What follows belongs to an exercise in optimizing a design on an open flow for small area; a production flow would make more cautious choices. In this exercise RTL edits were held to simulation tests only and were not proved equivalent to the original. Power is estimated from default activity; no workload was simulated.

--- flow/flow/remap.ys ---
# Re-map the combinational logic of the standard synthesis netlist for area. The registers
# (and tie cells) stay the very same instances; only the logic between them is re-mapped.
read_liberty -ignore_miss_func @LIB@
read_verilog @IN@
hierarchy -top @TOP@
setattr -mod -set keep_hierarchy 1 sky130_fd_sc_hd__df* sky130_fd_sc_hd__edf* sky130_fd_sc_hd__sdf* sky130_fd_sc_hd__dl* sky130_fd_sc_hd__conb_1
flatten -wb
opt_clean -purge
delete t:$scopeinfo
stat
abc -liberty @LIB@ @DONTUSE@ -script @SCRIPT@
opt_clean -purge
stat -liberty @LIB@
select @TOP@
write_verilog -selected -noattr -noexpr -nohex -nodec @OUT@
--- flow/flow/run.sh ---
#!/bin/bash
# Own layout flow: the standard synthesis, then an area re-map of the combinational logic
# (registers untouched), then the standard layout with port buffers of the smallest buffer.
set -euo pipefail
W=$PWD
F=$W/flow
R=$W/orfs/results/$FLOW_PLATFORM/led_matrix_scanner/base
LIB=$FLOW_HOME/platforms/$FLOW_PLATFORM/lib/sky130_fd_sc_hd__tt_025C_1v80.lib
YOSYS=$FLOW_HOME/../tools/install/yosys/bin/yosys

bash standard.sh synth > $W/log_synth.txt 2>&1

cp $R/1_2_yosys.v $W/std_1_2_yosys.v
DU=""
for c in $(sed -n '/DONT_USE_CELLS/,/^$/p' $FLOW_HOME/platforms/$FLOW_PLATFORM/config.mk | tr -d '\\' | grep -o 'sky130_fd_sc_hd__[A-Za-z0-9_]*'); do
  DU="$DU -dont_use $c"
done
sed -e "s#@LIB@#$LIB#g" -e "s#@IN@#$W/std_1_2_yosys.v#" -e "s#@OUT@#$W/remap.v#" \
    -e "s#@TOP@#$FLOW_TOP#g" -e "s#@DONTUSE@#$DU#" -e "s#@SCRIPT@#$F/abc_area.script#" \
    $F/remap.ys > $W/remap.ys
$YOSYS -s $W/remap.ys > $W/log_remap.txt 2>&1
cp $W/remap.v $R/1_2_yosys.v
rm -f $R/1_synth.odb $R/1_synth.sdc

bash standard.sh "BUFFER_PORTS_ARGS=-buffer_cell sky130_fd_sc_hd__buf_1" finish > $W/log_layout.txt 2>&1
--- flow/design.v ---
package led_scan_pkg;
    localparam int N_ROWS = 16;
    localparam int N_COLS = 16;
    typedef logic [N_ROWS-1:0][N_COLS-1:0] pixel_frame_t;
    typedef enum logic {
        S_BLANK = 1'b0,
        S_DRIVE = 1'b1
    } scan_state_e;
    function automatic int unsigned max_u(input int unsigned a, input int unsigned b);
        max_u = (a > b) ? a : b;
    endfunction
endpackage
import led_scan_pkg::*;
module led_frame_buffer
(
    input  logic              clk,
    input  logic              RST,
    input  logic [led_scan_pkg::N_ROWS-1:0][led_scan_pkg::N_COLS-1:0] red_i,
    input  logic [led_scan_pkg::N_ROWS-1:0][led_scan_pkg::N_COLS-1:0] grn_i,
    input  logic              valid_i,
    output logic              ready_o,
    input  logic              swap_i,
    input  logic [3:0]        row_idx_i,
    output logic              shown_o,
    output logic [led_scan_pkg::N_COLS-1:0] red_row_o,
    output logic [led_scan_pkg::N_COLS-1:0] grn_row_o
);
    localparam int NR = led_scan_pkg::N_ROWS;
    localparam int NC = led_scan_pkg::N_COLS;
    logic [NR-1:0][NC-1:0] staging_red_q;
    logic [NR-1:0][NC-1:0] staging_grn_q;
    logic [NR-1:0][NC-1:0] shadow_red_q;
    logic [NR-1:0][NC-1:0] shadow_grn_q;
    logic [NC-1:0] row_red_q;
    logic [NC-1:0] row_grn_q;
    logic [3:0]   staging_tap_q;
    logic [3:0]   shadow_tap_q;
    logic         pending_q;
    logic         shown_q;
    logic         fill_q;
    logic         even_inv_q;
    logic         odd_inv_q;
    logic         staging_inv;
    logic         capture;
    logic         load;
    logic         fill;
    assign capture     = !RST && valid_i && !pending_q;
    assign load        = swap_i && pending_q;
    assign fill        = load || fill_q;
    assign staging_inv = !staging_tap_q[0];
    always_ff @(posedge clk) begin
        if (RST) begin
            pending_q <= 1'b0;
            shown_q   <= 1'b0;
        end else if (capture) begin
            pending_q <= 1'b1;
        end else if (load) begin
            pending_q <= 1'b0;
            shown_q   <= 1'b1;
        end
    end
    always_ff @(posedge clk) begin
        if (capture) begin
            staging_red_q <= ~red_i;
            staging_grn_q <= ~grn_i;
        end else begin
            staging_red_q <= ~{staging_red_q[0], staging_red_q[NR-1:1]};
            staging_grn_q <= ~{staging_grn_q[0], staging_grn_q[NR-1:1]};
        end
    end
    always_ff @(posedge clk) begin
        for (int r = 0; r < NR; r += 2) begin
            if (fill) begin
                shadow_red_q[r] <= ~staging_red_q[r];
                shadow_grn_q[r] <= ~staging_grn_q[r];
            end else begin
                shadow_red_q[r] <= ~shadow_red_q[r+1];
                shadow_grn_q[r] <= ~shadow_grn_q[r+1];
            end
        end
        for (int r = 1; r < NR; r += 2) begin
            shadow_red_q[r] <= shadow_red_q[(r+1) % NR];
            shadow_grn_q[r] <= shadow_grn_q[(r+1) % NR];
        end
    end
    always_ff @(posedge clk) begin
        fill_q     <= load;
        even_inv_q <= fill ? !staging_inv : !odd_inv_q;
        odd_inv_q  <= even_inv_q;
    end
    always_ff @(posedge clk) begin
        if (capture) staging_tap_q <= 4'd0;
        else         staging_tap_q <= staging_tap_q + 4'd1;
        if (load)    shadow_tap_q  <= staging_tap_q;
        else         shadow_tap_q  <= shadow_tap_q + 4'd1;
    end
    always_ff @(posedge clk) begin
        if (shadow_tap_q == row_idx_i) begin
            row_red_q <= shadow_red_q[0] ^ {NC{even_inv_q}};
            row_grn_q <= shadow_grn_q[0] ^ {NC{even_inv_q}};
        end
    end
    assign ready_o   = !pending_q;
    assign shown_o   = shown_q;
    assign red_row_o = row_red_q;
    assign grn_row_o = row_grn_q;
endmodule
import led_scan_pkg::*;
module led_matrix_scanner
#(
    parameter int unsigned DWELL_CYCLES = 2048,
    parameter int unsigned BLANK_CYCLES = 16
) (
    input  logic                 clk,
    input  logic                 RST,
    input  logic                 enable,
    input  logic [led_scan_pkg::N_ROWS*led_scan_pkg::N_COLS-1:0] RedPixels,
    input  logic [led_scan_pkg::N_ROWS*led_scan_pkg::N_COLS-1:0] GrnPixels,
    input  logic                 frame_valid,
    output logic                 frame_ready,
    output logic [led_scan_pkg::N_ROWS-1:0] row_sel,
    output logic [3:0]           row_idx,
    output logic [led_scan_pkg::N_COLS-1:0] red_col,
    output logic [led_scan_pkg::N_COLS-1:0] grn_col,
    output logic                 frame_start
);
    localparam int unsigned CNT_W = $clog2(((DWELL_CYCLES > BLANK_CYCLES) ? DWELL_CYCLES : BLANK_CYCLES) + 1);
    localparam logic [CNT_W-1:0] BLANK_LAST = CNT_W'(BLANK_CYCLES - 1);
    localparam logic [CNT_W-1:0] DWELL_LAST = CNT_W'(DWELL_CYCLES - 1);
    led_scan_pkg::scan_state_e state_q;
    logic [CNT_W-1:0]   cnt_q;
    logic [CNT_W-1:0]   cnt_d;
    logic [3:0]         row_q;
    logic [3:0]         row_d;
    logic               blank_done;
    logic               dwell_done;
    logic               swap;
    logic [N_COLS-1:0]  red_row;
    logic [N_COLS-1:0]  grn_row;
    logic               shown;
    always_comb begin
        cnt_d      = cnt_q + CNT_W'(1);
        row_d      = row_q + 4'd1;
        blank_done = (state_q == S_BLANK) && (cnt_q == BLANK_LAST);
        dwell_done = (state_q == S_DRIVE) && (cnt_q == DWELL_LAST);
        swap       = enable && dwell_done && (row_q == 4'd15);
    end
    always_ff @(posedge clk) begin
        if (RST) begin
            state_q <= S_BLANK;
            cnt_q   <= '0;
            row_q   <= '0;
        end else if (!enable) begin
            state_q <= S_BLANK;
            cnt_q   <= '0;
        end else begin
            unique case (state_q)
                S_BLANK: begin
                    if (blank_done) begin
                        state_q <= S_DRIVE;
                        cnt_q   <= '0;
                    end else begin
                        cnt_q   <= cnt_d;
                    end
                end
                S_DRIVE: begin
                    if (dwell_done) begin
                        state_q <= S_BLANK;
                        cnt_q   <= '0;
                        row_q   <= row_d;
                    end else begin
                        cnt_q   <= cnt_d;
                    end
                end
                default: begin
                    state_q <= S_BLANK;
                    cnt_q   <= '0;
                end
            endcase
        end
    end
    led_frame_buffer u_frame_buffer (
        .clk       (clk),
        .RST       (RST),
        .red_i     (RedPixels),
        .grn_i     (GrnPixels),
        .valid_i   (frame_valid),
        .ready_o   (frame_ready),
        .swap_i    (swap),
        .row_idx_i (row_q),
        .shown_o   (shown),
        .red_row_o (red_row),
        .grn_row_o (grn_row)
    );
    always_comb begin
        row_sel     = '0;
        red_col     = '0;
        grn_col     = '0;
        frame_start = 1'b0;
        if (state_q == S_DRIVE) begin
            row_sel     = N_ROWS'(1) << row_q;
            red_col     = shown ? red_row : '0;
            grn_col     = shown ? grn_row : '0;
            frame_start = (cnt_q == '0) && (row_q == 4'd0);
        end
    end
    assign row_idx = row_q;
endmodule
--- flow/standard.sh ---
#!/bin/bash
# synth_recipe.tcl (not shown) runs the flow's synth.tcl, then flattens the netlist and writes it again
# the make line also repeats each setting of config.mk as NAME=value (left out here)
make -C /OpenROAD-flow-scripts/flow DESIGN_CONFIG=/design/flow/config.mk WORK_HOME=/design/flow/orfs CLKGATE_MAP_FILE= SYNTH_SCRIPT=/design/flow/synth_recipe.tcl "${@:-finish}"
--- flow/config.mk ---
export PLATFORM = sky130hd
export DESIGN_NAME = led_matrix_scanner
export DESIGN_NICKNAME = led_matrix_scanner
export VERILOG_FILES = /design/flow/design.v
export SDC_FILE = /design/flow/constraint.sdc
export NUM_CORES = 4
export LEC_CHECK = 0
export CAP_MARGIN = 20
export CORE_MARGIN = 2
export CORE_UTILIZATION = 40
export CTS_BUF_LIST = sky130_fd_sc_hd__clkbuf_8
export CTS_CLUSTER_DIAMETER = 50
export CTS_CLUSTER_SIZE = 20
export SLEW_MARGIN = 20
--- flow/flow/abc_area.script ---
strash
dch
amap
topo
--- flow/constraint.sdc ---
create_clock -name core_clock -period 6.0 [get_ports {clk}]
set_input_delay 1.2000 -clock core_clock [delete_from_list [all_inputs] [get_ports {clk}]]
set_output_delay 1.2000 -clock core_clock [all_outputs]
set_load 0.01 [all_outputs]
==> flow_summary_export.csv, run 1 <==
group,metric,value,unit
setup_path,reg2regPathDepth,13,
cells_and_area,areaGrowthSynthToFinish,20.80,%
clock_network,cts_setup_buffers,0,
route,ant_nets,0,
setup_path,worstPathMaxFanout,78,
logic_synthesis,syn_area,0.02798,sq mm
clock_network,cts_tree,"done",
pwr,internal_power,0.01017,W
pwr,clockPowerShare,34.3,%
route,drt-wirelength-per-cell,18.71,um
sta,fmax,239.8,MHz
sta,fin_skew,0.03997,ns
clock_network,clockBufferDepth,3,
pwr,seq_power_share,60.3,%
cells_and_area,final_nets,3282,
placed_design,place.gp.congestion,0.8365,
grt,grt_pass1_wl,106.3,mm
cells_and_area,post-route-util,49.02,%
route,wirelength,70.96,mm
floorplanning,dieArea,0.07208,sq mm
sta,final-setup-viol-count,0,
pwr,leakagePower,12.57,nW
clock_network,clkSlewWorstSetupHoldPaths,0.11,ns
clock_network,cts_max_level,3,
sta,layout_worst_path_cycle_share,69.51,%
clock_network,worst_skew_pair.late_latency,0.71,ns
grt,gr-total-overflow,0,
cells_and_area,layout_commonest_cell,"dfxtp_1",
sta,max_slew_margin,25.71,%
pwr,swShare,25.50,%
floorplanning,start_util,40.58,%
job,maxCapViolCount,0,
route,dr.first_iter.drc_count,1142,
setup_path,path_class,"reg -> reg",
sta,worst_pin_slew,1.114,ns
logic_synthesis,syn_inst,2084,
grt,grt_pass1_vias,19390,
setup_path,timing.rr.start,"cnt_q[2]$_SDFF_PP0_",
cells_and_area,fillerInstances,6354,
placed_design,numPortBuffers,569,
route,viasPerCell,5.162,
floorplanning,core,0.06895,sq mm
setup_path,cp-end-kind,"flop",
route,first_pass_iters,5,
worst_hold_path,hold-path-cell-count,0,
worst_hold_path,hp-start,"u_frame_buffer.shadow_red_q[172]$_DFF_P_",
clock_network,cts_made_buffers,93,
setup_path,cp.required,6.53,ns
logic_synthesis,avgSynthCellArea,13.43,sq um
logic_synthesis,ys_warn_count,2,
cells_and_area,layout-drive-gt1-share,7.025,%
pwr,switching_power,0.003481,W
floorplanning,ios,570,
grt,grt_max_degree,187,
grt,antenna_found_initial,23,
worst_hold_path,hold_path_class,"reg -> reg",
sta,rsz0062_at_grt,"false",
clock_network,hold_buffers,0,
sta,drv_slew,0,
clock_network,clock-sinks,1086,
worst_hold_path,min_to,"u_frame_buffer.shadow_red_q[156]$_DFF_P_",
clock_network,cts_resized,0,
placed_design,dp_hpwl,45.90,mm
cells_and_area,mostFrequentLayoutCells,"1,053 x dfxtp_1, 777 x o22ai_1, 569 x buf_1",
pwr,ir_drop,301.3,uV
outcome,status,"timing/DRC/antenna clean",
route,vias,19580,
route,remaining_drc_errors,0,
floorplanning,dieHeight,268.5,um
floorplanning,rows,96,
sta,timing.setup.tns,0,ns
logic_synthesis,synthesis.nets,2600,
sta,fin_crit,4.171,ns
setup_path,arrival,4.70,ns
sta,finalHoldViolations,0,
setup_path,r2r-end,"u_frame_buffer.shadow_grn_q[34]$_DFF_P_",
grt,grt_usage,18.78,%
pwr,power_density,403.9,mW/mm^2
floorplanning,fp.dieW,268.5,um
setup_path,reg2reg_setup_slack,1.83,ns
setup_path,cp-start-kind,"flop",
clock_network,root_buffer,"clkbuf_8",
pwr,comb_power_share,5.4,%
[cell type report]
class	instances	area [sq um]	area share [%]
clock buffers	96	1321	3.909
clock inverters	80	872.1	2.580
diodes	15	37.54	0.1111
well taps	931	1165	3.446
repair buffers	587	2346	6.941
inverters	25	110.1	0.3258
multi-input cells	973	5882	17.40
flip-flops and latches	1086	22060	65.28
[power groups by stage]
stage / registers [W] / logic, W / clock network (W)
final: 0.00823 / 0.000739 / 0.00468
after global routing: 0.00829 / 0.000816 / 0.00508
after CTS: 0.00824 / 0.000741 / 0.00480
after detailed placement: 0.00840 / 0.000736 / 0
after global placement: 0.00839 / 0.000709 / 0
after floorplan: 0.00825 / 0.000505 / 0
[layer usage]
metal	GRT usage, %	part of all wire (%)
met4	7.568	3.0
met2	30.37	47
met3	4.959	6.3
met1	23.98	43
met5	0	0.16
[stage by stage]
step	cell area, sq um	power (W)	hold WS, ns	std cells	worst slack (ns)
detailed placement	31570	0.009132	0.3121	3602	1.628
floorplan	28030	0.008756	0.3096	2084	-8.009
global placement	31570	0.009099	0.3100	3602	1.727
global route	33790	0.01419	0.3058	3788	1.518
finish	33800	0.01365	0.3100	3793	1.829
CTS	33760	0.01377	0.2980	3778	1.881
[critical path: stages (launching register included)]
cell      delay [ns]
dfxtp_1         0.34
and3_1          0.21
nand2_1         0.12
nor2b_1         0.08
and3_1          0.19
nand2_1         0.15
or4_4           0.17
nor2_4          0.04
clkinv_2        0.07
nor3_4          0.07
nor2_4          0.79
buf_4           0.66
buf_4           0.76
o22ai_1         0.18
[worst max-delay path by stage]
| stage | cells past startpoint | startpoint | slack (ns) | to |
|---|---|---|---|---|
| 6_report | 13 | cnt_q[2]$_SDFF_PP0_ | 1.83 | u_frame_buffer.shadow_grn_q[34]$_DFF_P_ |
| 5_1_grt | 13 | cnt_q[2]$_SDFF_PP0_ | 1.52 | u_frame_buffer.shadow_red_q[35]$_DFF_P_ |
| 4_1_cts | 13 | cnt_q[2]$_SDFF_PP0_ | 1.88 | u_frame_buffer.shadow_red_q[195]$_DFF_P_ |
| 3_5_place_dp | 10 | enable | 1.63 | u_frame_buffer.shadow_red_q[195]$_DFF_P_ |
| 3_3_place_gp | 10 | enable | 1.73 | u_frame_buffer.shadow_grn_q[137]$_DFF_P_ |
| 2_1_floorplan | 3 | frame_valid | -8.01 | u_frame_buffer.staging_tap_q[3]$_SDFF_PP0_ |
[flip-flops by register name, indices dropped and copies added (netlist names)]
| signal | cells |
|---|---|
| u_frame_buffer.even_inv_q | 1 |
| u_frame_buffer.odd_inv_q | 1 |
| state_q | 1 |
| u_frame_buffer.row_red_q | 16 |
| row_q | 4 |
| u_frame_buffer.shadow_grn_q | 256 |
| cnt_q | 12 |
| u_frame_buffer.shown_q | 1 |
| u_frame_buffer.row_grn_q | 16 |
| u_frame_buffer.shadow_tap_q | 4 |
| u_frame_buffer.staging_tap_q | 4 |
| u_frame_buffer.staging_red_q | 256 |
| u_frame_buffer.staging_grn_q | 256 |
| u_frame_buffer.shadow_red_q | 256 |
| u_frame_buffer.pending_q | 1 |
| u_frame_buffer.fill_q | 1 |
==> run 2, diff against run 1 <==
--- a/flow/config.mk
+++ b/flow/config.mk
@@ -11,4 +11,4 @@
 export CTS_BUF_LIST = sky130_fd_sc_hd__clkbuf_8
 export CTS_CLUSTER_DIAMETER = 50
-export CTS_CLUSTER_SIZE = 20
+export CTS_CLUSTER_SIZE = 16
 export SLEW_MARGIN = 20
==> run 2 against run 1 <==
Against the previous run: flip-flop and latch count is the same; via count shrank 0.71%; final area is 0.49% lower; first-iteration DRC count is 7.1% higher; routed wire length hardly changed; global-route usage about the same; die area stayed put; non-clock buffer count did not move.
==> flow_summary_export.csv, run 2 <==
group,metric,value,unit
setup_path,cp-end-kind,"flop",
setup_path,cp-start-kind,"flop",
sta,finalHoldViolations,0,
setup_path,reg2regPathDepth,13,
floorplanning,core,0.06895,sq mm
route,first_pass_iters,5,
cells_and_area,fillerInstances,6393,
grt,gr-total-overflow,0,
placed_design,place.gp.congestion,0.8365,
route,drt-wirelength-per-cell,18.75,um
sta,worst_pin_slew,1.121,ns
clock_network,cts_resized,0,
sta,rsz0062_at_grt,"false",
setup_path,slowest_stage,"nor2_4",
worst_hold_path,hp-start,"u_frame_buffer.shadow_red_q[172]$_DFF_P_",
pwr,clockPowerShare,33.3,%
placed_design,placed_area,0.03157,sq mm
floorplanning,ios,570,
clock_network,cts_setup_buffers,0,
pwr,swShare,23.58,%
cells_and_area,final_nets,3282,
clock_network,root_buffer,"clkbuf_8",
setup_path,crit_buf_inv,3,
route,dr.first_iter.drc_count,1223,
grt,grt_pass1_vias,19410,
outcome,status,"timing/DRC/antenna clean",
route,vias,19440,
job,maxCapViolCount,0,
sta,drv_slew,0,
route,ant_nets,0,
pwr,power_density,399.6,mW/mm^2
cells_and_area,layout-drive-gt1-share,6.204,%
sta,final-setup-viol-count,0,
floorplanning,rows,96,
clock_network,cts_made_buffers,93,
grt,grt_usage,18.81,%
route,remaining_drc_errors,0,
clock_network,clockBufferDepth,3,
placed_design,dp_hpwl,45.90,mm
setup_path,cp-startpoint,"cnt_q[2]$_SDFF_PP0_",
grt,grt_max_degree,187,
clock_network,hold_buffers,0,
setup_path,cp.required,6.53,ns
cells_and_area,register_area,0.02206,sq mm
sta,fin_crit,4.119,ns
sta,layout_worst_path_cycle_share,68.65,%
worst_hold_path,hold-path-cell-count,0,
worst_hold_path,hold_path_class,"reg -> reg",
pwr,switching_power,0.003169,W
logic_synthesis,avgSynthCellArea,13.43,sq um
cells_and_area,layout_commonest_cell,"dfxtp_1",
clock_network,cts_tree,"done",
sta,fin_skew,0.03405,ns
logic_synthesis,ys_warn_count,2,
setup_path,timing.rr.start,"cnt_q[2]$_SDFF_PP0_",
floorplanning,fp.dieW,268.5,um
logic_synthesis,syn_area,0.02798,sq mm
setup_path,crit_family,"simple AND/OR/NAND/NOR gates",
route,viasPerCell,5.143,
setup_path,worstPathCellList,"and3_1, nand2_1, nor2b_1, and3_1, nand2_1, or4_4, nor2_4, clkinv_2, nor3_4, nor2_4, buf_4, buf_4, o22ai_1",
placed_design,dp_slack,1.628,ns
sta,timing.setup.tns,0,ns
setup_path,reg2reg_setup_slack,1.88,ns
setup_path,arrival,4.65,ns
setup_path,cp_slowest_stage_delay,0.78,ns
floorplanning,dieArea,0.07208,sq mm
pwr,ir_drop,285.0,uV
clock_network,cts_max_level,3,
worst_hold_path,min_to,"u_frame_buffer.shadow_red_q[156]$_DFF_P_",
cells_and_area,areaGrowthSynthToFinish,20.21,%
sta,whs,0.3081,ns
clock_network,clkSlewWorstSetupHoldPaths,0.09,ns
sta,setup_ws,1.881,ns
floorplanning,dieHeight,268.5,um
sta,fmax,242.8,MHz
grt,grt_pass1_wl,106.4,mm
cells_and_area,fin_area,0.03363,sq mm
logic_synthesis,syn_inst,2084,
sta,max_slew_margin,25.28,%
cells_and_area,mostFrequentLayoutCells,"1,053 x dfxtp_1, 777 x o22ai_1, 569 x buf_1",
setup_path,r2r-end,"u_frame_buffer.shadow_red_q[195]$_DFF_P_",
route,wirelength,70.89,mm
cells_and_area,multi_input_area,0.005882,sq mm
pwr,internal_power,0.01027,W
cells_and_area,post-route-util,48.78,%
pwr,leakagePower,12.53,nW
clock_network,worst_skew_pair.late_latency,0.70,ns
logic_synthesis,synthesis.nets,2600,
setup_path,path_class,"reg -> reg",
floorplanning,start_util,40.58,%
pwr,comb_power_share,5.5,%
clock_network,clock-sinks,1086,
setup_path,worstPathMaxFanout,78,
grt,antenna_found_initial,21,
placed_design,numPortBuffers,569,
pwr,seq_power_share,61.2,%
run 2: final cells by class:
class,instances,area share (%)
diodes,12,0.08928
clock buffers,100,4.092
clock inverters,66,1.960
inverters,25,0.3274
multi-input cells,973,17.49
flip-flops and latches,1086,65.60
well taps,931,3.463
repair buffers,587,6.975
run 2: metal layers:
metal | part of all wire, % | vias up | global-route usage (%) | routed length [um]
li1 | - | 9469 | - | -
met1 | 43 | 9280 | 23.99 | 30600
met2 | 48 | 538 | 30.62 | 33840
met3 | 6.4 | 135 | 5.397 | 4523
met4 | 2.5 | 18 | 6.502 | 1804
met5 | 0.16 | - | 0 | 114
run 2: worst max path at each step:
stage | depth (start not counted) | end | slack (ns)
2_1_floorplan | 3 | u_frame_buffer.staging_tap_q[3]$_SDFF_PP0_ | -8.01
3_3_place_gp | 10 | u_frame_buffer.shadow_grn_q[137]$_DFF_P_ | 1.73
3_5_place_dp | 10 | u_frame_buffer.shadow_red_q[195]$_DFF_P_ | 1.63
4_1_cts | 13 | u_frame_buffer.shadow_red_q[195]$_DFF_P_ | 1.88
5_1_grt | 13 | u_frame_buffer.shadow_grn_q[226]$_DFF_P_ | 1.51
6_report | 13 | u_frame_buffer.shadow_red_q[195]$_DFF_P_ | 1.88
run 2: power by group through the flow:
| stage | Combinational, W | Sequential [W] | Clock (W) |
|---|---|---|---|
| 2_1_floorplan | 0.000505 | 0.00825 | 0 |
| 3_3_place_gp | 0.000709 | 0.00839 | 0 |
| 3_5_place_dp | 0.000736 | 0.00840 | 0 |
| 4_1_cts | 0.000741 | 0.00824 | 0.00459 |
| 5_1_grt | 0.000817 | 0.00829 | 0.00488 |
| 6_report | 0.000741 | 0.00823 | 0.00447 |
run 2: metrics by stage:
stage,cells,total power [W]
2_1_floorplan,2084,0.008756
5_1_grt,3776,0.01399
3_3_place_gp,3602,0.009099
4_1_cts,3768,0.01357
6_report,3780,0.01344
3_5_place_dp,3602,0.009132
==> run 3, diff against run 2 <==
--- a/flow/flow/run.sh
+++ b/flow/flow/run.sh
@@ -23,3 +23,4 @@
 rm -f $R/1_synth.odb $R/1_synth.sdc
 
-bash standard.sh "BUFFER_PORTS_ARGS=-buffer_cell sky130_fd_sc_hd__buf_1" finish > $W/log_layout.txt 2>&1
+CTS="-sink_clustering_enable -repair_clock_nets -dont_use_dummy_load -buf_list sky130_fd_sc_hd__clkbuf_8 -sink_clustering_size 16 -sink_clustering_max_diameter 50"
+bash standard.sh "BUFFER_PORTS_ARGS=-buffer_cell sky130_fd_sc_hd__buf_1" "CTS_ARGS=$CTS" finish > $W/log_layout.txt 2>&1
--- a/flow/config.mk
+++ b/flow/config.mk
@@ -9,6 +9,3 @@
 export CORE_MARGIN = 2
 export CORE_UTILIZATION = 40
-export CTS_BUF_LIST = sky130_fd_sc_hd__clkbuf_8
-export CTS_CLUSTER_DIAMETER = 50
-export CTS_CLUSTER_SIZE = 16
 export SLEW_MARGIN = 20
==> run 3 against run 2 <==
Against the previous run: final area shrank 2.2%; die area is the same; clock power shrank 21%; utilization shrank 1.1 points; count of clock-buffer cells in the layout shrank 7; sequential power is essentially flat; first-iteration DRC count shrank 9.2%; global-route usage shrank 0.079 points; critical path type unchanged; largest cell class unchanged.
==> flow_summary_export.csv, run 3 <==
group,metric,value,unit
outcome,status,"timing/DRC/antenna clean",
route,drt-wirelength-per-cell,18.99,um
sta,fmax,241.5,MHz
sta,max_slew_margin,25.62,%
grt,grt_pass1_vias,19310,
floorplanning,core,0.06895,sq mm
floorplanning,ios,570,
placed_design,dp_hpwl,45.90,mm
pwr,ir_drop,237.3,uV
route,vias,19280,
pwr,leakagePower,12.11,nW
clock_network,cts_tree,"done",
clock_network,hold_buffers,0,
worst_hold_path,hold_path_class,"reg -> reg",
grt,grt_pass1_wl,105.8,mm
clock_network,clkSlewWorstSetupHoldPaths,0.09,ns
cells_and_area,final_nets,3282,
cells_and_area,mostFrequentLayoutCells,"1,053 x dfxtp_1, 777 x o22ai_1, 569 x buf_1",
sta,timing.setup.tns,0,ns
job,maxCapViolCount,0,
setup_path,slowest_stage,"nor2_4",
cells_and_area,final_cells,3708,
sta,fin_crit,4.141,ns
cells_and_area,layout-drive-gt1-share,4.450,%
setup_path,reg2regPathDepth,13,
logic_synthesis,syn_inst,2084,
clock_network,cts_setup_buffers,0,
setup_path,r2r-end,"u_frame_buffer.shadow_grn_q[137]$_DFF_P_",
floorplanning,dieArea,0.07208,sq mm
worst_hold_path,hp-start,"u_frame_buffer.shadow_grn_q[132]$_DFF_P_",
route,ant_nets,0,
route,wirelength,70.43,mm
floorplanning,rows,96,
clock_network,root_buffer,"clkbuf_8",
sta,finalHoldViolations,0,
floorplanning,fp.dieW,268.5,um
grt,gr-total-overflow,0,
cells_and_area,areaGrowthSynthToFinish,17.52,%
setup_path,worstPathCellList,"and3_1, nand2_1, nor2b_1, and3_1, nand2_1, or4_4, nor2_4, clkinv_2, nor3_4, nor2_4, buf_4, buf_4, o22ai_1",
setup_path,cp-end-kind,"flop",
sta,final-setup-viol-count,0,
sta,drv_slew,0,
setup_path,worstPathMaxFanout,78,
placed_design,dp.cells,3602,
placed_design,place.gp.congestion,0.8365,
cells_and_area,layout_commonest_cell,"dfxtp_1",
route,viasPerCell,5.201,
grt,antenna_found_initial,22,
logic_synthesis,avgSynthCellArea,13.43,sq um
cells_and_area,multi_input_area,0.005882,sq mm
route,first_pass_iters,5,
cells_and_area,register_area,0.02206,sq mm
sta,layout_worst_path_cycle_share,69.01,%
setup_path,cp.required,6.48,ns
setup_path,path_class,"reg -> reg",
placed_design,numPortBuffers,569,
grt,grt_usage,18.73,%
route,remaining_drc_errors,0,
setup_path,crit_path_end,"u_frame_buffer.shadow_grn_q[137]$_DFF_P_",
cells_and_area,fillerInstances,6438,
setup_path,reg2reg_setup_slack,1.86,ns
clock_network,clock-sinks,1086,
clock_network,worst_skew_pair.late_latency,0.71,ns
logic_synthesis,syn_area,0.02798,sq mm
grt,grt_max_degree,187,
clock_network,cts_resized,0,
setup_path,arrival,4.62,ns
sta,whs,0.2862,ns
logic_synthesis,synthesis.nets,2600,
route,dr.first_iter.drc_count,1110,
setup_path,cp-start-kind,"flop",
sta,worst_pin_slew,1.116,ns
logic_synthesis,ys_warn_count,2,
floorplanning,dieHeight,268.5,um
pwr,power_density,379.9,mW/mm^2
sta,rsz0062_at_grt,"false",
floorplanning,start_util,40.58,%
sta,fin_skew,0.09624,ns
pwr,power,0.01249,W
clock_network,cts_made_buffers,93,
setup_path,cp_slowest_stage_delay,0.79,ns
clock_network,clockBufferDepth,3,
setup_path,cp-startpoint,"cnt_q[2]$_SDFF_PP0_",
setup_path,timing.rr.start,"cnt_q[2]$_SDFF_PP0_",
clock_network,cts_max_level,3,
[run 3: metal layers]
| metal | part of all wire [%] | GRT usage (%) | up-vias |
|---|---|---|---|
| met5 | 0.16 | 0 | - |
| met4 | 2.8 | 6.832 | 18 |
| met3 | 6.6 | 5.434 | 138 |
| met2 | 47 | 30.37 | 545 |
| met1 | 43 | 23.81 | 9194 |
| li1 | - | - | 9389 |
[run 3: power breakdown]
part           total, W  switching (W)  leakage (nW)  internal (W)
Sequential      0.00823       0.000331          9.19       0.00790
Combinational  0.000739       0.000339          2.25      0.000401
Clock           0.00352        0.00214         0.669       0.00138
Total            0.0125        0.00281          12.1       0.00968
[run 3: area by class of cell]
| cell class | instances | area share (%) |
|---|---|---|
| antenna | 13 | 0.09894 |
| timing repair buffer | 587 | 7.135 |
| sequential | 1086 | 67.11 |
| inverter | 25 | 0.3349 |
| multi-input combinational | 973 | 17.89 |
| tap | 931 | 3.543 |
| clock buffer | 93 | 3.893 |
[run 3: how the worst min path moves through the flow]
stage,end,slack [ns],cells after the start
CTS,u_frame_buffer.shadow_red_q[156]$_DFF_P_,0.28,0
global placement,u_frame_buffer.shadow_grn_q[48]$_DFF_P_,0.31,0
floorplan,u_frame_buffer.shadow_grn_q[112]$_DFF_P_,0.31,0
finish,u_frame_buffer.shadow_grn_q[116]$_DFF_P_,0.29,0
detailed placement,u_frame_buffer.shadow_grn_q[121]$_DFF_P_,0.31,0
global route,u_frame_buffer.shadow_red_q[156]$_DFF_P_,0.29,0
[run 3: worst max-delay path, delay by kind of cell, from the launching register on]
| family | cells | cell delay [ns] |
|---|---|---|
| and+or+nand+nor | 9 | 1.83 |
| buffers and inverters | 3 | 1.52 |
| DFF | 1 | 0.33 |
| AOI/OAI and AO/OA | 1 | 0.16 |
[run 3: through the flow]
stage	cell area [sq um]	setup WS (ns)	utilization [%]
2_1_floorplan	28030	-8.009	-
3_3_place_gp	31570	1.727	45.79
3_5_place_dp	31570	1.628	45.79
4_1_cts	32850	1.862	47.64
5_1_grt	32870	1.507	47.68
6_report	32880	1.859	47.69
==> run 4, diff against run 3 <==
--- a/flow/flow/run.sh
+++ b/flow/flow/run.sh
@@ -23,4 +23,4 @@
 rm -f $R/1_synth.odb $R/1_synth.sdc
 
-CTS="-sink_clustering_enable -repair_clock_nets -dont_use_dummy_load -buf_list sky130_fd_sc_hd__clkbuf_8 -sink_clustering_size 16 -sink_clustering_max_diameter 50"
+CTS="-sink_clustering_enable -repair_clock_nets -dont_use_dummy_load -buf_list sky130_fd_sc_hd__clkbuf_8 -sink_clustering_size 20 -sink_clustering_max_diameter 60"
 bash standard.sh "BUFFER_PORTS_ARGS=-buffer_cell sky130_fd_sc_hd__buf_1" "CTS_ARGS=$CTS" finish > $W/log_layout.txt 2>&1
==> run 4 against run 3 <==
Against the previous run: synthesized cell count stayed put; register-to-register slack barely moved; flip-flop and latch count did not move; highest routed layer unchanged; largest power group unchanged.
==> flow_summary_export.csv, run 4 <==
group,metric,value,unit
outcome,status,"timing/DRC/antenna clean",
setup_path,arrival,4.60,ns
setup_path,path_class,"reg -> reg",
pwr,power,0.01207,W
grt,antenna_found_initial,22,
pwr,ir_drop,249.9,uV
worst_hold_path,hold_path_class,"reg -> reg",
clock_network,clockBufferDepth,3,
clock_network,worst_skew_pair.late_latency,0.67,ns
placed_design,place.gp.congestion,0.8365,
pwr,power_density,370.7,mW/mm^2
logic_synthesis,ys_warn_count,2,
grt,gr-usage-met3,4.658,%
route,dr.first_iter.drc_count,1055,
logic_synthesis,avgSynthCellArea,13.43,sq um
route,remaining_drc_errors,0,
cells_and_area,final_cells,3684,
clock_network,hold_buffers,0,
clock_network,root_buffer,"clkbuf_8",
cells_and_area,register_area,0.02206,sq mm
grt,grt_use_met2,30.03,%
grt,grt_pass1_vias,19100,
cells_and_area,layout-drive-gt1-share,3.613,%
placed_design,numPortBuffers,569,
grt,grt_usage,18.56,%
sta,max_slew_margin,26.44,%
logic_synthesis,syn_area,0.02798,sq mm
clock_network,clkSlewWorstSetupHoldPaths,0.12,ns
grt,grt_pass1_wl,104.9,mm
cells_and_area,areaGrowthSynthToFinish,16.34,%
floorplanning,dieArea,0.07208,sq mm
route,vias,19200,
cells_and_area,fin_area,0.03255,sq mm
sta,layout_worst_path_cycle_share,68.99,%
job,maxCapViolCount,0,
grt,met1_usage,23.83,%
route,viasPerCell,5.211,
sta,final-setup-viol-count,0,
route,wirelength,69.96,mm
cells_and_area,multi_input_area,0.005882,sq mm
grt,grt_max_degree,187,
sta,fin_skew,0.09501,ns
setup_path,cp.required,6.46,ns
clock_network,cts_resized,0,
floorplanning,dieHeight,268.5,um
route,ant_nets,0,
route,first_pass_iters,5,
cells_and_area,fillerInstances,6440,
grt,top_usage_layer,"met2",
floorplanning,core,0.06895,sq mm
clock_network,cts_max_level,3,
setup_path,cp-start-kind,"flop",
floorplanning,ios,570,
setup_path,worstPathMaxFanout,78,
placed_design,dp_hpwl,45.90,mm
floorplanning,fp.dieW,268.5,um
placed_design,placed_area,0.03157,sq mm
logic_synthesis,synthesis.nets,2600,
pwr,leakagePower,11.94,nW
cells_and_area,final_nets,3258,
sta,fmax,241.6,MHz
clock_network,cts_setup_buffers,0,
logic_synthesis,syn_inst,2084,
placed_design,dp.cells,3602,
sta,worst_pin_slew,1.103,ns
floorplanning,start_util,40.58,%
sta,fin_crit,4.139,ns
sta,finalHoldViolations,0,
cells_and_area,layout_commonest_cell,"dfxtp_1",
grt,gr-total-overflow,0,
sta,drv_slew,0,
clock_network,clock-sinks,1086,
floorplanning,rows,96,
cells_and_area,mostFrequentLayoutCells,"1,053 x dfxtp_1, 777 x o22ai_1, 569 x buf_1",
sta,rsz0062_at_grt,"false",
route,drt-wirelength-per-cell,18.99,um
clock_network,cts_tree,"done",
clock_network,cts_made_buffers,69,
setup_path,cp-end-kind,"flop",
-- run 4: worst max-delay path, stage by stage, from the launching register on --
cell	delay, ns
dfxtp_1	0.34
and3_1	0.21
nand2_1	0.12
nor2b_1	0.08
and3_1	0.19
nand2_1	0.15
or4_4	0.18
nor2_4	0.04
clkinv_2	0.07
nor3_4	0.07
nor2_4	0.79
buf_4	0.64
buf_4	0.77
o22ai_1	0.16
-- run 4: final timing paths --
check,cells after the start,to,start,slack (ns)
max,13,u_frame_buffer.shadow_grn_q[137]$_DFF_P_,cnt_q[2]$_SDFF_PP0_,1.86
min,0,u_frame_buffer.shadow_grn_q[159]$_DFF_P_,u_frame_buffer.shadow_grn_q[175]$_DFF_P_,0.27
max reg2reg,13,u_frame_buffer.shadow_grn_q[137]$_DFF_P_,cnt_q[2]$_SDFF_PP0_,1.86
min reg2reg,0,u_frame_buffer.shadow_grn_q[159]$_DFF_P_,u_frame_buffer.shadow_grn_q[175]$_DFF_P_,0.27
-- run 4: report_power, final --
| part | leakage, nW | switching (W) | total, W | internal (W) |
|---|---|---|---|---|
| Clock | 0.496 | 0.00206 | 0.00310 | 0.00104 |
| Sequential | 9.19 | 0.000330 | 0.00823 | 0.00790 |
| Combinational | 2.25 | 0.000337 | 0.000738 | 0.000401 |
| Total | 11.9 | 0.00272 | 0.0121 | 0.00934 |
-- run 4: per-stage QoR --
step / utilization (%) / worst slack (ns) / setup TNS [ns] / hold slack, ns
final: 47.21 / 1.861 / 0 / 0.2677
after global routing: 47.20 / 1.529 / 0 / 0.2607
after detailed placement: 45.79 / 1.628 / 0 / 0.3121
after floorplan: - / -8.009 / -5167.11 / 0.3096
after global placement: 45.79 / 1.727 / 0 / 0.3100
after CTS: 47.16 / 1.880 / 0 / 0.2657
-- run 4: cell type report --
| cell class | count | area share (%) |
|---|---|---|
| sequential | 1086 | 67.79 |
| multi-input combinational | 973 | 18.07 |
| antenna | 13 | 0.09994 |
| clock buffer | 69 | 2.918 |
| inverter | 25 | 0.3383 |
| tap | 931 | 3.579 |
| timing repair buffer | 587 | 7.207 |
-- run 4: per-layer routing --
layer / part of all wire [%] / routed length (um)
met1: 43 / 30230
met2: 47 / 33020
met3: 6.2 / 4312
met4: 3.3 / 2299
met5: 0.14 / 101
==> run 5, diff against run 4 <==
--- a/flow/design.v
+++ b/flow/design.v
@@ -125,57 +125,30 @@
     output logic                 frame_start
 );
-    localparam int unsigned CNT_W = $clog2(((DWELL_CYCLES > BLANK_CYCLES) ? DWELL_CYCLES : BLANK_CYCLES) + 1);
-    localparam logic [CNT_W-1:0] BLANK_LAST = CNT_W'(BLANK_CYCLES - 1);
-    localparam logic [CNT_W-1:0] DWELL_LAST = CNT_W'(DWELL_CYCLES - 1);
-    led_scan_pkg::scan_state_e state_q;
-    logic [CNT_W-1:0]   cnt_q;
-    logic [CNT_W-1:0]   cnt_d;
+    localparam int unsigned SLOT  = BLANK_CYCLES + DWELL_CYCLES;
+    localparam int unsigned POS_W = $clog2(SLOT);
+    localparam logic [POS_W-1:0] POS_LAST  = POS_W'(SLOT - 1);
+    localparam logic [POS_W-1:0] POS_DRIVE = POS_W'(BLANK_CYCLES);
+    logic [POS_W-1:0]   pos_q;
     logic [3:0]         row_q;
-    logic [3:0]         row_d;
-    logic               blank_done;
-    logic               dwell_done;
+    logic               driving;
+    logic               slot_done;
     logic               swap;
     logic [N_COLS-1:0]  red_row;
     logic [N_COLS-1:0]  grn_row;
     logic               shown;
-    always_comb begin
-        cnt_d      = cnt_q + CNT_W'(1);
-        row_d      = row_q + 4'd1;
-        blank_done = (state_q == S_BLANK) && (cnt_q == BLANK_LAST);
-        dwell_done = (state_q == S_DRIVE) && (cnt_q == DWELL_LAST);
-        swap       = enable && dwell_done && (row_q == 4'd15);
-    end
+    assign slot_done = (pos_q & POS_LAST) == POS_LAST;
+    assign driving   = pos_q >= POS_DRIVE;
+    assign swap      = enable && slot_done && (row_q == 4'd15);
     always_ff @(posedge clk) begin
         if (RST) begin
-            state_q <= S_BLANK;
-            cnt_q   <= '0;
-            row_q   <= '0;
+            pos_q <= '0;
+            row_q <= '0;
         end else if (!enable) begin
-            state_q <= S_BLANK;
-            cnt_q   <= '0;
+            pos_q <= '0;
+        end else if (slot_done) begin
+            pos_q <= '0;
+            row_q <= row_q + 4'd1;
         end else begin
-            unique case (state_q)
-                S_BLANK: begin
-                    if (blank_done) begin
-                        state_q <= S_DRIVE;
-                        cnt_q   <= '0;
-                    end else begin
-                        cnt_q   <= cnt_d;
-                    end
-                end
-                S_DRIVE: begin
-                    if (dwell_done) begin
-                        state_q <= S_BLANK;
-                        cnt_q   <= '0;
-                        row_q   <= row_d;
-                    end else begin
-                        cnt_q   <= cnt_d;
-                    end
-                end
-                default: begin
-                    state_q <= S_BLANK;
-                    cnt_q   <= '0;
-                end
-            endcase
+            pos_q <= pos_q + POS_W'(1);
         end
     end
@@ -198,9 +171,9 @@
         grn_col     = '0;
         frame_start = 1'b0;
-        if (state_q == S_DRIVE) begin
+        if (driving) begin
             row_sel     = N_ROWS'(1) << row_q;
             red_col     = shown ? red_row : '0;
             grn_col     = shown ? grn_row : '0;
-            frame_start = (cnt_q == '0) && (row_q == 4'd0);
+            frame_start = (pos_q == POS_DRIVE) && (row_q == 4'd0);
         end
     end
--- a/flow/flow/run.sh
+++ b/flow/flow/run.sh
@@ -23,4 +23,4 @@
 rm -f $R/1_synth.odb $R/1_synth.sdc
 
-CTS="-sink_clustering_enable -repair_clock_nets -dont_use_dummy_load -buf_list sky130_fd_sc_hd__clkbuf_8 -sink_clustering_size 20 -sink_clustering_max_diameter 60"
+CTS="-sink_clustering_enable -repair_clock_nets -dont_use_dummy_load -buf_list sky130_fd_sc_hd__clkbuf_8 -sink_clustering_size 16 -sink_clustering_max_diameter 50"
 bash standard.sh "BUFFER_PORTS_ARGS=-buffer_cell sky130_fd_sc_hd__buf_1" "CTS_ARGS=$CTS" finish > $W/log_layout.txt 2>&1
--- a/flow/config.mk
+++ b/flow/config.mk
@@ -8,4 +8,4 @@
 export CAP_MARGIN = 20
 export CORE_MARGIN = 2
-export CORE_UTILIZATION = 40
+export CORE_UTILIZATION = 60
 export SLEW_MARGIN = 20
==> run 5 against run 4 <==
Against the previous run: still clean on timing, DRC and antenna; hold slack improved by 0.044 ns; critical path depth down 7; sequential power about the same; register-to-register slack improved by 0.85 ns; global-route usage grew 8.4 points; critical path type is now reg -> out; critical endpoint is now red_col[0]; largest cell class unchanged; largest power group unchanged.
==> flow_summary_export.csv, run 5 <==
group,metric,value,unit
outcome,status,"timing/DRC/antenna clean",
placed_design,dp_hpwl,44.08,mm
sta,final-setup-viol-count,0,
sta,drv_slew,0,
setup_path,arrival,2.44,ns
clock_network,clock-sinks,1085,
worst_hold_path,hold_path_class,"reg -> reg",
clock_network,cts_tree,"done",
clock_network,clkSlewWorstSetupHoldPaths,0.10,ns
sta,timing.setup.tns,0,ns
sta,setup_ws,2.358,ns
logic_synthesis,syn_area,0.02794,sq mm
sta,whs,0.3118,ns
clock_network,worst_skew_pair.late_latency,0.69,ns
placed_design,numPortBuffers,569,
route,drt-wirelength-per-cell,20.26,um
floorplanning,dieArea,0.04831,sq mm
sta,finalHoldViolations,0,
sta,fmax,274.6,MHz
grt,grt_pass1_vias,18270,
clock_network,cts_setup_buffers,0,
route,vias,19150,
route,wirelength,68.15,mm
placed_design,place.gp.congestion,0.8068,
grt,grt_max_degree,258,
floorplanning,dieHeight,219.8,um
clock_network,clockBufferDepth,3,
clock_network,hold_buffers,0,
cells_and_area,final_nets,3257,
setup_path,cp-end-kind,"output port",
cells_and_area,areaGrowthSynthToFinish,15.41,%
clock_network,cts_resized,0,
route,dr.first_iter.drc_count,1296,
floorplanning,start_util,60.40,%
pwr,ir_drop,243.0,uV
setup_path,cp-start-kind,"flop",
grt,grt_pass1_wl,100.0,mm
placed_design,dp_slack,2.377,ns
clock_network,root_buffer,"clkbuf_8",
floorplanning,ios,570,
cells_and_area,mostFrequentLayoutCells,"1,052 x dfxtp_1, 774 x o22ai_1, 569 x buf_1",
pwr,power_density,378.9,mW/mm^2
route,ant_nets,0,
cells_and_area,layout-drive-gt1-share,3.651,%
sta,fin_crit,3.642,ns
setup_path,path_class,"reg -> out",
clock_network,cts_made_buffers,78,
sta,fin_skew,0.06249,ns
floorplanning,fp.dieW,219.8,um
logic_synthesis,syn_inst,2078,
logic_synthesis,ys_warn_count,2,
cells_and_area,layout_commonest_cell,"dfxtp_1",
sta,layout_worst_path_cycle_share,60.70,%
grt,antenna_found_initial,28,
sta,worst_pin_slew,1.165,ns
sta,rsz0062_at_grt,"false",
pwr,leakagePower,12.04,nW
setup_path,worstPathMaxFanout,32,
logic_synthesis,synthesis.nets,2594,
job,maxCapViolCount,0,
floorplanning,core,0.04626,sq mm
route,viasPerCell,5.693,
logic_synthesis,avgSynthCellArea,13.45,sq um
sta,max_slew_margin,22.35,%
grt,gr-total-overflow,0,
route,first_pass_iters,7,
grt,grt_usage,26.98,%
route,remaining_drc_errors,0,
setup_path,cp.required,4.80,ns
clock_network,cts_max_level,3,
floorplanning,rows,79,
cells_and_area,post-route-util,69.71,%
==> run 5: power breakdown <==
part / switching (W) / leakage, nW / internal [W]
registers: 0.000358 / 9.16 / 0.00790
logic: 0.000327 / 2.32 / 0.000404
clock network: 0.00206 / 0.561 / 0.00117
total: 0.00275 / 12.0 / 0.00947
==> run 5: worst paths after layout <==
| check | from | end | slack [ns] | cells after the start |
|---|---|---|---|---|
| max | pos_q[7]$_SDFF_PP0_ | red_col[0] | 2.36 | 6 |
| min | u_frame_buffer.shadow_red_q[101]$_DFF_P_ | u_frame_buffer.shadow_red_q[85]$_DFF_P_ | 0.31 | 0 |
| max reg2reg | pos_q[0]$_SDFF_PP0_ | u_frame_buffer.shadow_red_q[201]$_DFF_P_ | 2.71 | 12 |
| min reg2reg | u_frame_buffer.shadow_red_q[101]$_DFF_P_ | u_frame_buffer.shadow_red_q[85]$_DFF_P_ | 0.31 | 0 |
==> run 5: metal layers <==
layer / track usage [%] / vias to the layer above / wire, um
met5: 0 / - / 118
met4: 10.43 / 20 / 2171
met3: 7.867 / 150 / 5122
met2: 42.40 / 608 / 31590
met1: 35.40 / 9048 / 29150
li1: - / 9325 / -
==> run 5: through the flow <==
step / power (W) / instances / area (sq um)
after floorplan: 0.008763 / 2078 / 27970
after detailed placement: 0.009142 / 3267 / 31100
after CTS: 0.01228 / 3345 / 32170
after global routing: 0.01269 / 3359 / 32230
after global placement: 0.009098 / 3267 / 31100
final: 0.01222 / 3364 / 32250
==> run 5: area by class of cell <==
cell class,count,area (sq um)
sequential,1085,22040
timing repair buffer,583,2361
fill,3513,14010
multi-input combinational,972,5869
inverter,21,93.84
tap,607,759.5
clock buffer,78,1074
antenna,18,45.04
==> run 5: worst max-delay path, stage by stage, from the launching register on <==
cell and delay [ns]:
dfxtp_1 0.35, nor3_1 0.21, nand3_1 0.23, o21ai_4 0.18, buf_4 0.47, nor2b_1 0.10, buf_1 0.24
==> run 6, diff against run 5 <==
--- a/flow/config.mk
+++ b/flow/config.mk
@@ -8,4 +8,4 @@
 export CAP_MARGIN = 20
 export CORE_MARGIN = 2
-export CORE_UTILIZATION = 60
+export CORE_UTILIZATION = 40
 export SLEW_MARGIN = 20
==> run 6 against run 5 <==
Against the previous run: critical path depth unchanged; routed wire length is 1.7% higher; die area increased by 49%; synthesized area unchanged; sequential share of layout area down 1.1 points.
==> flow_summary_export.csv, run 6 <==
group,metric,value,unit
outcome,status,"timing/DRC/antenna clean",
sta,worst_pin_slew,1.092,ns
pwr,internal_power,0.009629,W
floorplanning,dieArea,0.07198,sq mm
route,viasPerCell,5.184,
grt,grt_usage,18.43,%
setup_path,worstPathMaxFanout,17,
pwr,seq_power_share,66.4,%
job,maxCapViolCount,0,
clock_network,clock-sinks,1085,
clock_network,hold_buffers,0,
route,wirelength,69.30,mm
sta,finalHoldViolations,0,
sta,rsz0062_at_grt,"false",
logic_synthesis,syn_area,0.02794,sq mm
pwr,comb_power_share,6.0,%
pwr,leakagePower,12.13,nW
clock_network,cts_tree,"done",
placed_design,dp.cells,3596,
pwr,swShare,22.37,%
setup_path,cp-end-kind,"output port",
floorplanning,rows,96,
placed_design,numPortBuffers,569,
floorplanning,core,0.06883,sq mm
clock_network,cts_resized,0,
pwr,clockPowerShare,27.6,%
sta,fin_skew,0.1172,ns
setup_path,cp-startpoint,"pos_q[7]$_SDFF_PP0_",
setup_path,timing.rr.start,"pos_q[0]$_SDFF_PP0_",
cells_and_area,mostFrequentLayoutCells,"1,052 x dfxtp_1, 774 x o22ai_1, 569 x buf_1",
cells_and_area,areaGrowthSynthToFinish,17.33,%
floorplanning,ios,570,
sta,layout_worst_path_cycle_share,65.00,%
setup_path,cp-start-kind,"flop",
pwr,power_density,378.3,mW/mm^2
setup_path,path_class,"reg -> out",
floorplanning,start_util,40.60,%
grt,grt_pass1_wl,104.2,mm
logic_synthesis,synthesis.nets,2594,
worst_hold_path,hp-start,"u_frame_buffer.shadow_grn_q[231]$_DFF_P_",
grt,grt_max_degree,192,
logic_synthesis,ys_warn_count,2,
grt,grt_pass1_vias,19350,
logic_synthesis,syn_inst,2078,
cells_and_area,final_nets,3272,
route,first_pass_iters,6,
logic_synthesis,avgSynthCellArea,13.45,sq um
sta,fin_crit,3.900,ns
floorplanning,dieHeight,268.3,um
clock_network,clockBufferDepth,3,
setup_path,cp.required,4.80,ns
cells_and_area,final_cells,3691,
clock_network,clkSlewWorstSetupHoldPaths,0.09,ns
pwr,switching_power,0.002774,W
route,remaining_drc_errors,0,
floorplanning,fp.dieW,268.3,um
sta,max_slew_margin,27.20,%
grt,gr-total-overflow,0,
clock_network,worst_skew_pair.late_latency,0.71,ns
cells_and_area,layout-drive-gt1-share,4.176,%
grt,antenna_found_initial,15,
cells_and_area,fillerInstances,6288,
sta,drv_slew,0,
cells_and_area,fin_area,0.03278,sq mm
clock_network,cts_max_level,3,
clock_network,cts_made_buffers,89,
route,vias,19130,
pwr,ir_drop,225.3,uV
route,ant_nets,0,
sta,final-setup-viol-count,0,
setup_path,arrival,2.70,ns
route,dr.first_iter.drc_count,1029,
clock_network,cts_setup_buffers,0,
cells_and_area,layout_commonest_cell,"dfxtp_1",
sta,fmax,256.4,MHz
worst_hold_path,hold_path_class,"reg -> reg",
placed_design,placed_area,0.03154,sq mm
clock_network,root_buffer,"clkbuf_8",
placed_design,dp_hpwl,45.68,mm
route,drt-wirelength-per-cell,18.78,um
placed_design,place.gp.congestion,0.8121,
## run 6: final cells by class
class	instances	area, sq um	area share, %
well taps	931	1165	3.553
diodes	6	15.01	0.04580
flip-flops and latches	1085	22040	67.24
inverters	21	93.84	0.2862
clock buffers	89	1225	3.736
multi-input cells	972	5869	17.90
repair buffers	587	2371	7.232
## run 6: power by group through the flow
stage          Clock [W]  Sequential [W]  Combinational, W
6_report         0.00343         0.00824          0.000739
5_1_grt          0.00381         0.00830          0.000814
4_1_cts          0.00355         0.00824          0.000740
3_5_place_dp           0         0.00841          0.000735
3_3_place_gp           0         0.00840          0.000710
2_1_floorplan          0         0.00825          0.000508
## run 6: per-layer routing
layer	GRT usage, %	part of all wire [%]
met3	5.168	6.9
met4	6.009	2.6
met2	31.07	48
met5	0	0.15
met1	22.76	42
## run 6: path summary, 6_finish.rpt
check | endpoint | slack, ns | cells after the start
setup / recovery | grn_col[3] | 2.10 | 6
hold / removal | u_frame_buffer.shadow_grn_q[215]$_DFF_P_ | 0.24 | 0
setup reg to reg | u_frame_buffer.shadow_grn_q[32]$_DFF_P_ | 2.79 | 12
hold reg to reg | u_frame_buffer.shadow_grn_q[215]$_DFF_P_ | 0.24 | 0
## run 6: critical path, stage by stage, from the launching register on
cell	delay (ns)
dfxtp_1	0.33
nor3_1	0.20
nand3_1	0.21
o21ai_4	0.63
buf_4	0.42
nor2b_1	0.09
buf_1	0.19
## run 6: through the flow
step	setup WS [ns]	TNS, ns	total power, W	utilization (%)	hold slack, ns
global placement	2.458	0	0.009106	45.83	0.3102
global route	1.834	0	0.01293	47.63	0.2441
CTS	1.949	0	0.01254	47.61	0.2345
finish	2.100	0	0.01240	47.63	0.2426
floorplan	-11.96	-7229.31	0.008763	-	0.3096
detailed placement	2.368	0	0.009140	45.83	0.3121
==> run 7, diff against run 6 <==
--- a/flow/flow/run.sh
+++ b/flow/flow/run.sh
@@ -23,4 +23,4 @@
 rm -f $R/1_synth.odb $R/1_synth.sdc
 
-CTS="-sink_clustering_enable -repair_clock_nets -dont_use_dummy_load -buf_list sky130_fd_sc_hd__clkbuf_8 -sink_clustering_size 16 -sink_clustering_max_diameter 50"
+CTS="-sink_clustering_enable -repair_clock_nets -dont_use_dummy_load -buf_list sky130_fd_sc_hd__clkbuf_8 -sink_clustering_size 18 -sink_clustering_max_diameter 60"
 bash standard.sh "BUFFER_PORTS_ARGS=-buffer_cell sky130_fd_sc_hd__buf_1" "CTS_ARGS=$CTS" finish > $W/log_layout.txt 2>&1
==> run 7 against run 6 <==
Against the previous run: fmax up 0.12%; hold slack improved by 0.020 ns; power shrank 2.2%; critical path type unchanged; critical endpoint is now grn_col[7]; largest cell class unchanged; highest routed layer unchanged.
==> flow_summary_export.csv, run 7 <==
group,metric,value,unit
outcome,status,"timing/DRC/antenna clean",
floorplanning,fp.dieW,268.3,um
clock_network,hold_buffers,0,
job,maxCapViolCount,0,
placed_design,numPortBuffers,569,
logic_synthesis,synthesis.nets,2594,
setup_path,reg2reg_setup_slack,2.80,ns
sta,layout_worst_path_cycle_share,64.92,%
setup_path,cp.required,4.80,ns
clock_network,clockBufferDepth,3,
sta,finalHoldViolations,0,
setup_path,worstPathCellList,"nor3_1, nand3_1, o21ai_4, buf_4, nor2b_1, buf_1",
pwr,leakagePower,12.01,nW
sta,final-setup-viol-count,0,
floorplanning,dieArea,0.07198,sq mm
route,drt-wirelength-per-cell,18.83,um
setup_path,path_class,"reg -> out",
floorplanning,rows,96,
worst_hold_path,hold_path_class,"reg -> reg",
floorplanning,dieHeight,268.3,um
logic_synthesis,ys_warn_count,2,
setup_path,r2r-end,"u_frame_buffer.shadow_grn_q[231]$_DFF_P_",
route,viasPerCell,5.181,
clock_network,clkSlewWorstSetupHoldPaths,0.10,ns
cells_and_area,mostFrequentLayoutCells,"1,052 x dfxtp_1, 774 x o22ai_1, 569 x buf_1",
route,dr.first_iter.drc_count,1095,
route,ant_nets,0,
cells_and_area,areaGrowthSynthToFinish,16.56,%
clock_network,clock-sinks,1085,
logic_synthesis,syn_inst,2078,
sta,max_slew_margin,23.95,%
clock_network,cts_setup_buffers,0,
grt,grt_pass1_vias,19130,
pwr,power,0.01213,W
clock_network,worst_skew_pair.late_latency,0.69,ns
pwr,ir_drop,248.6,uV
logic_synthesis,avgSynthCellArea,13.45,sq um
setup_path,cp-end-kind,"output port",
cells_and_area,fillerInstances,6296,
placed_design,dp_hpwl,45.68,mm
clock_network,root_buffer,"clkbuf_8",
route,vias,19050,
worst_hold_path,hp-start,"u_frame_buffer.shadow_grn_q[66]$_DFF_P_",
sta,fin_skew,0.08500,ns
clock_network,cts_made_buffers,73,
setup_path,slowest_stage,"o21ai_4",
setup_path,cp-start-kind,"flop",
pwr,power_density,372.5,mW/mm^2
grt,grt_usage,18.35,%
sta,timing.setup.tns,0,ns
grt,grt_max_degree,192,
clock_network,cts_tree,"done",
cells_and_area,post-route-util,47.32,%
route,first_pass_iters,6,
clock_network,cts_max_level,3,
setup_path,worstPathMaxFanout,17,
cells_and_area,layout-drive-gt1-share,3.616,%
cells_and_area,layout_commonest_cell,"dfxtp_1",
route,remaining_drc_errors,0,
grt,grt_pass1_wl,103.6,mm
floorplanning,start_util,40.60,%
grt,antenna_found_initial,15,
sta,drv_slew,0,
sta,fmax,256.7,MHz
sta,rsz0062_at_grt,"false",
logic_synthesis,syn_area,0.02794,sq mm
sta,fin_crit,3.895,ns
cells_and_area,final_nets,3256,
setup_path,crit_path_end,"grn_col[7]",
setup_path,reg2regPathDepth,12,
setup_path,arrival,2.69,ns
floorplanning,ios,570,
clock_network,cts_resized,0,
setup_path,cp-startpoint,"pos_q[7]$_SDFF_PP0_",
route,wirelength,69.21,mm
setup_path,timing.rr.start,"pos_q[0]$_SDFF_PP0_",
floorplanning,core,0.06883,sq mm
setup_path,cp_slowest_stage_delay,0.62,ns
grt,gr-total-overflow,0,
placed_design,place.gp.congestion,0.8121,
sta,worst_pin_slew,1.141,ns
[run 7: cell types whose count changed in the layout (fill, tap and decap cells not counted), sizes merged]
cell and delta:
clkbuf -16, diode +1
[run 7: worst min path at each step]
stage                                                          end  slack, ns  cells past startpoint
after floorplan           u_frame_buffer.shadow_grn_q[112]$_DFF_P_       0.31                      0
after global placement     u_frame_buffer.shadow_grn_q[85]$_DFF_P_       0.31                      0
after detailed placement  u_frame_buffer.shadow_grn_q[149]$_DFF_P_       0.31                      0
after CTS                  u_frame_buffer.shadow_grn_q[50]$_DFF_P_       0.28                      0
after global routing       u_frame_buffer.shadow_grn_q[50]$_DFF_P_       0.27                      0
final                      u_frame_buffer.shadow_grn_q[50]$_DFF_P_       0.26                      0
[run 7: stage by stage]
stage	area, sq um	worst slack, ns	hold slack (ns)	instances
6_report	32570	2.105	0.2626	3676
3_5_place_dp	31540	2.368	0.3121	3596
2_1_floorplan	27970	-11.96	0.3096	2078
3_3_place_gp	31540	2.458	0.3102	3596
5_1_grt	32560	1.836	0.2725	3675
4_1_cts	32550	1.935	0.2765	3669
[run 7: routing by layer]
layer | vias up | wire, um | GRT usage, % | share of wire (%)
met2 | 520 | 33500 | 31.04 | 48
met5 | - | 103 | 0 | 0.15
li1 | 9315 | - | - | -
met3 | 125 | 4710 | 4.655 | 6.8
met1 | 9069 | 29250 | 22.76 | 42
met4 | 16 | 1644 | 6.281 | 2.4
[run 7: worst max-delay path: cells and delay by family (launching register included)]
family          cells  cell delay [ns]
buf+inv             2             0.57
compound gates      1             0.62
flops               1             0.34
simple gates        3             0.54
[run 7: layout make-up]
| type | count | area [sq um] | area share (%) |
|---|---|---|---|
| Inverter | 21 | 93.84 | 0.2882 |
| Tap cell | 931 | 1165 | 3.577 |
| Timing Repair Buffer | 587 | 2371 | 7.281 |
| Antenna cell | 7 | 17.52 | 0.05379 |
| Sequential cell | 1085 | 22040 | 67.69 |
| Clock buffer | 73 | 1005 | 3.085 |
| Multi-Input combinational cell | 972 | 5869 | 18.02 |
[run 7: power breakdown]
part	internal (W)	switching, W
logic	0.000405	0.000335
clock network	0.00110	0.00206
registers	0.00790	0.000337
==> run 8, diff against run 7 <==
--- a/flow/flow/run.sh
+++ b/flow/flow/run.sh
@@ -23,4 +23,4 @@
 rm -f $R/1_synth.odb $R/1_synth.sdc
 
-CTS="-sink_clustering_enable -repair_clock_nets -dont_use_dummy_load -buf_list sky130_fd_sc_hd__clkbuf_8 -sink_clustering_size 18 -sink_clustering_max_diameter 60"
+CTS="-sink_clustering_enable -repair_clock_nets -dont_use_dummy_load -buf_list sky130_fd_sc_hd__clkbuf_8 -sink_clustering_size 18 -sink_clustering_max_diameter 50"
 bash standard.sh "BUFFER_PORTS_ARGS=-buffer_cell sky130_fd_sc_hd__buf_1" "CTS_ARGS=$CTS" finish > $W/log_layout.txt 2>&1
--- a/flow/config.mk
+++ b/flow/config.mk
@@ -8,4 +8,4 @@
 export CAP_MARGIN = 20
 export CORE_MARGIN = 2
-export CORE_UTILIZATION = 40
+export CORE_UTILIZATION = 60
 export SLEW_MARGIN = 20
==> run 8 against run 7 <==
Against the previous run: still clean on timing, DRC and antenna; count of clock-buffer cells in the layout is 1 lower; utilization up 22 points; first-iteration DRC count rose by 18%; register-to-register slack got worse by 0.08 ns; final cell count is 8.6% lower; critical endpoint is now red_col[0].
==> flow_summary_export.csv, run 8 <==
group,metric,value,unit
outcome,status,"timing/DRC/antenna clean",
clock_network,clkSlewWorstSetupHoldPaths,0.11,ns
clock_network,worst_skew_pair.late_latency,0.67,ns
setup_path,arrival,2.44,ns
sta,finalHoldViolations,0,
floorplanning,start_util,60.40,%
logic_synthesis,ys_warn_count,2,
floorplanning,rows,79,
setup_path,path_class,"reg -> out",
clock_network,cts_tree,"done",
floorplanning,core,0.04626,sq mm
pwr,power_density,376.7,mW/mm^2
worst_hold_path,hold-path-cell-count,0,
worst_hold_path,min_to,"u_frame_buffer.shadow_grn_q[29]$_DFF_P_",
sta,whs,0.3136,ns
cells_and_area,mostFrequentLayoutCells,"1,052 x dfxtp_1, 774 x o22ai_1, 569 x buf_1",
placed_design,dp.cells,3267,
pwr,ir_drop,289.6,uV
sta,drv_slew,0,
route,drt-wirelength-per-cell,20.27,um
grt,grt_pass1_wl,99.95,mm
worst_hold_path,hold_path_class,"reg -> reg",
cells_and_area,fillerInstances,3521,
cells_and_area,layout-drive-gt1-share,3.439,%
setup_path,reg2regPathDepth,12,
placed_design,dp_hpwl,44.08,mm
logic_synthesis,synthesis.nets,2594,
route,dr.first_iter.drc_count,1296,
logic_synthesis,syn_area,0.02794,sq mm
setup_path,cp-end-kind,"output port",
worst_hold_path,hp-start,"u_frame_buffer.shadow_grn_q[45]$_DFF_P_",
grt,grt_usage,26.91,%
logic_synthesis,syn_inst,2078,
sta,layout_worst_path_cycle_share,60.69,%
setup_path,reg2reg_setup_slack,2.72,ns
floorplanning,dieHeight,219.8,um
clock_network,clock-sinks,1085,
pwr,power,0.01212,W
route,first_pass_iters,7,
clock_network,cts_resized,0,
setup_path,r2r-end,"u_frame_buffer.shadow_grn_q[10]$_DFF_P_",
job,maxCapViolCount,0,
cells_and_area,final_cells,3361,
floorplanning,ios,570,
clock_network,root_buffer,"clkbuf_8",
logic_synthesis,avgSynthCellArea,13.45,sq um
clock_network,cts_made_buffers,72,
floorplanning,fp.dieW,219.8,um
sta,timing.setup.tns,0,ns
cells_and_area,areaGrowthSynthToFinish,15.14,%
floorplanning,dieArea,0.04831,sq mm
pwr,leakagePower,12.00,nW
setup_path,cp-start-kind,"flop",
sta,worst_pin_slew,1.270,ns
sta,fmax,274.6,MHz
clock_network,cts_max_level,3,
setup_path,worstPathMaxFanout,32,
cells_and_area,layout_commonest_cell,"dfxtp_1",
route,vias,19220,
sta,fin_crit,3.642,ns
setup_path,cp.required,4.80,ns
placed_design,place.gp.congestion,0.8068,
clock_network,hold_buffers,0,
route,viasPerCell,5.718,
clock_network,cts_setup_buffers,0,
route,wirelength,68.14,mm
route,ant_nets,0,
setup_path,timing.rr.start,"pos_q[0]$_SDFF_PP0_",
grt,antenna_found_initial,29,
clock_network,clockBufferDepth,3,
setup_path,cp-startpoint,"pos_q[7]$_SDFF_PP0_",
placed_design,numPortBuffers,569,
grt,grt_pass1_vias,18250,
sta,rsz0062_at_grt,"false",
grt,gr-total-overflow,0,
route,remaining_drc_errors,0,
cells_and_area,final_nets,3251,
sta,max_slew_margin,15.31,%
sta,final-setup-viol-count,0,
grt,grt_max_degree,258,
sta,fin_skew,0.06146,ns
cells_and_area,post-route-util,69.55,%
run 8: per-layer routing:
layer  wire, um  up-vias  part of all wire [%]  GRT usage [%]
met3       5063      128                   7.4          6.929
met5        114        -                  0.17              0
met1      29210     9134                    43          35.59
li1           -     9319                     -              -
met4       2131       18                   3.1          11.88
met2      31620      619                    46          41.95
run 8: worst max-delay path, cell delays in order, from the launching register on:
cell and delay, ns:
dfxtp_1 0.35, nor3_1 0.20, nand3_1 0.23, o21ai_4 0.18, buf_4 0.47, nor2b_1 0.10, buf_1 0.25
run 8: worst max-delay path by stage:
stage                                              endpoint  slack, ns
floorplan           u_frame_buffer.staging_grn_q[0]$_DFF_P_     -11.96
global placement    u_frame_buffer.shadow_grn_q[10]$_DFF_P_       2.38
detailed placement  u_frame_buffer.shadow_grn_q[10]$_DFF_P_       2.38
CTS                                              red_col[0]       2.27
global route                                     red_col[0]       2.21
finish                                           red_col[0]       2.36
run 8: final cells by class:
class	count	area (sq um)	share of cell area (%)
timing repair buffer	583	2361	7.339
multi-input combinational	972	5869	18.24
clock buffer	72	991.0	3.080
inverter	21	93.84	0.2917
tap	607	759.5	2.361
sequential	1085	22040	68.52
antenna	21	52.55	0.1633
run 8: metrics by stage:
stage	cell area, sq um	worst slack, ns
after floorplan	27970	-11.96
after global placement	31100	2.377
after detailed placement	31100	2.377
after CTS	32090	2.274
after global routing	32160	2.214
final	32170	2.358
run 8: where the power goes:
| group | internal [W] | switching (W) |
|---|---|---|
| sequential | 0.00790 | 0.000360 |
| combinational | 0.000405 | 0.000328 |
| clock | 0.00109 | 0.00204 |
| total | 0.00939 | 0.00273 |

[re-timing with driven ports]
How much do the figures lean on ideal ports? The routed layouts below were timed once more, with nothing changed but the port constraints.
Step 1: set_driving_cell puts a clkbuf_16 on clk and a buf_2 on each other input, an assumption about the parent block.
Step 2, shift: input delay + t, output delay - t, t = (earliest + latest rising clock arrival at the registers) / 2. This alone moves slack from input paths to output paths.
Slacks: no drivers / after step 1 / after step 2; pairs: no drivers / after step 1.
run | t (ns) | setup slack, ns
run 1 | 0.743 | 1.829 / 1.829 / 1.539
run 2 | 0.750 | 1.881 / 1.881 / 1.592
run 3 | 0.717 | 1.859 / 1.859 / 1.560
run 4 | 0.681 | 1.861 / 1.861 / 1.561
run 5 | 0.713 | 2.358 / 2.301 / 2.262
run 6 | 0.712 | 2.100 / 2.044 / 2.298
run 7 | 0.699 | 2.105 / 2.050 / 2.307
run 8 | 0.699 | 2.358 / 2.302 / 2.272
After both steps every run listed still meets setup and hold.
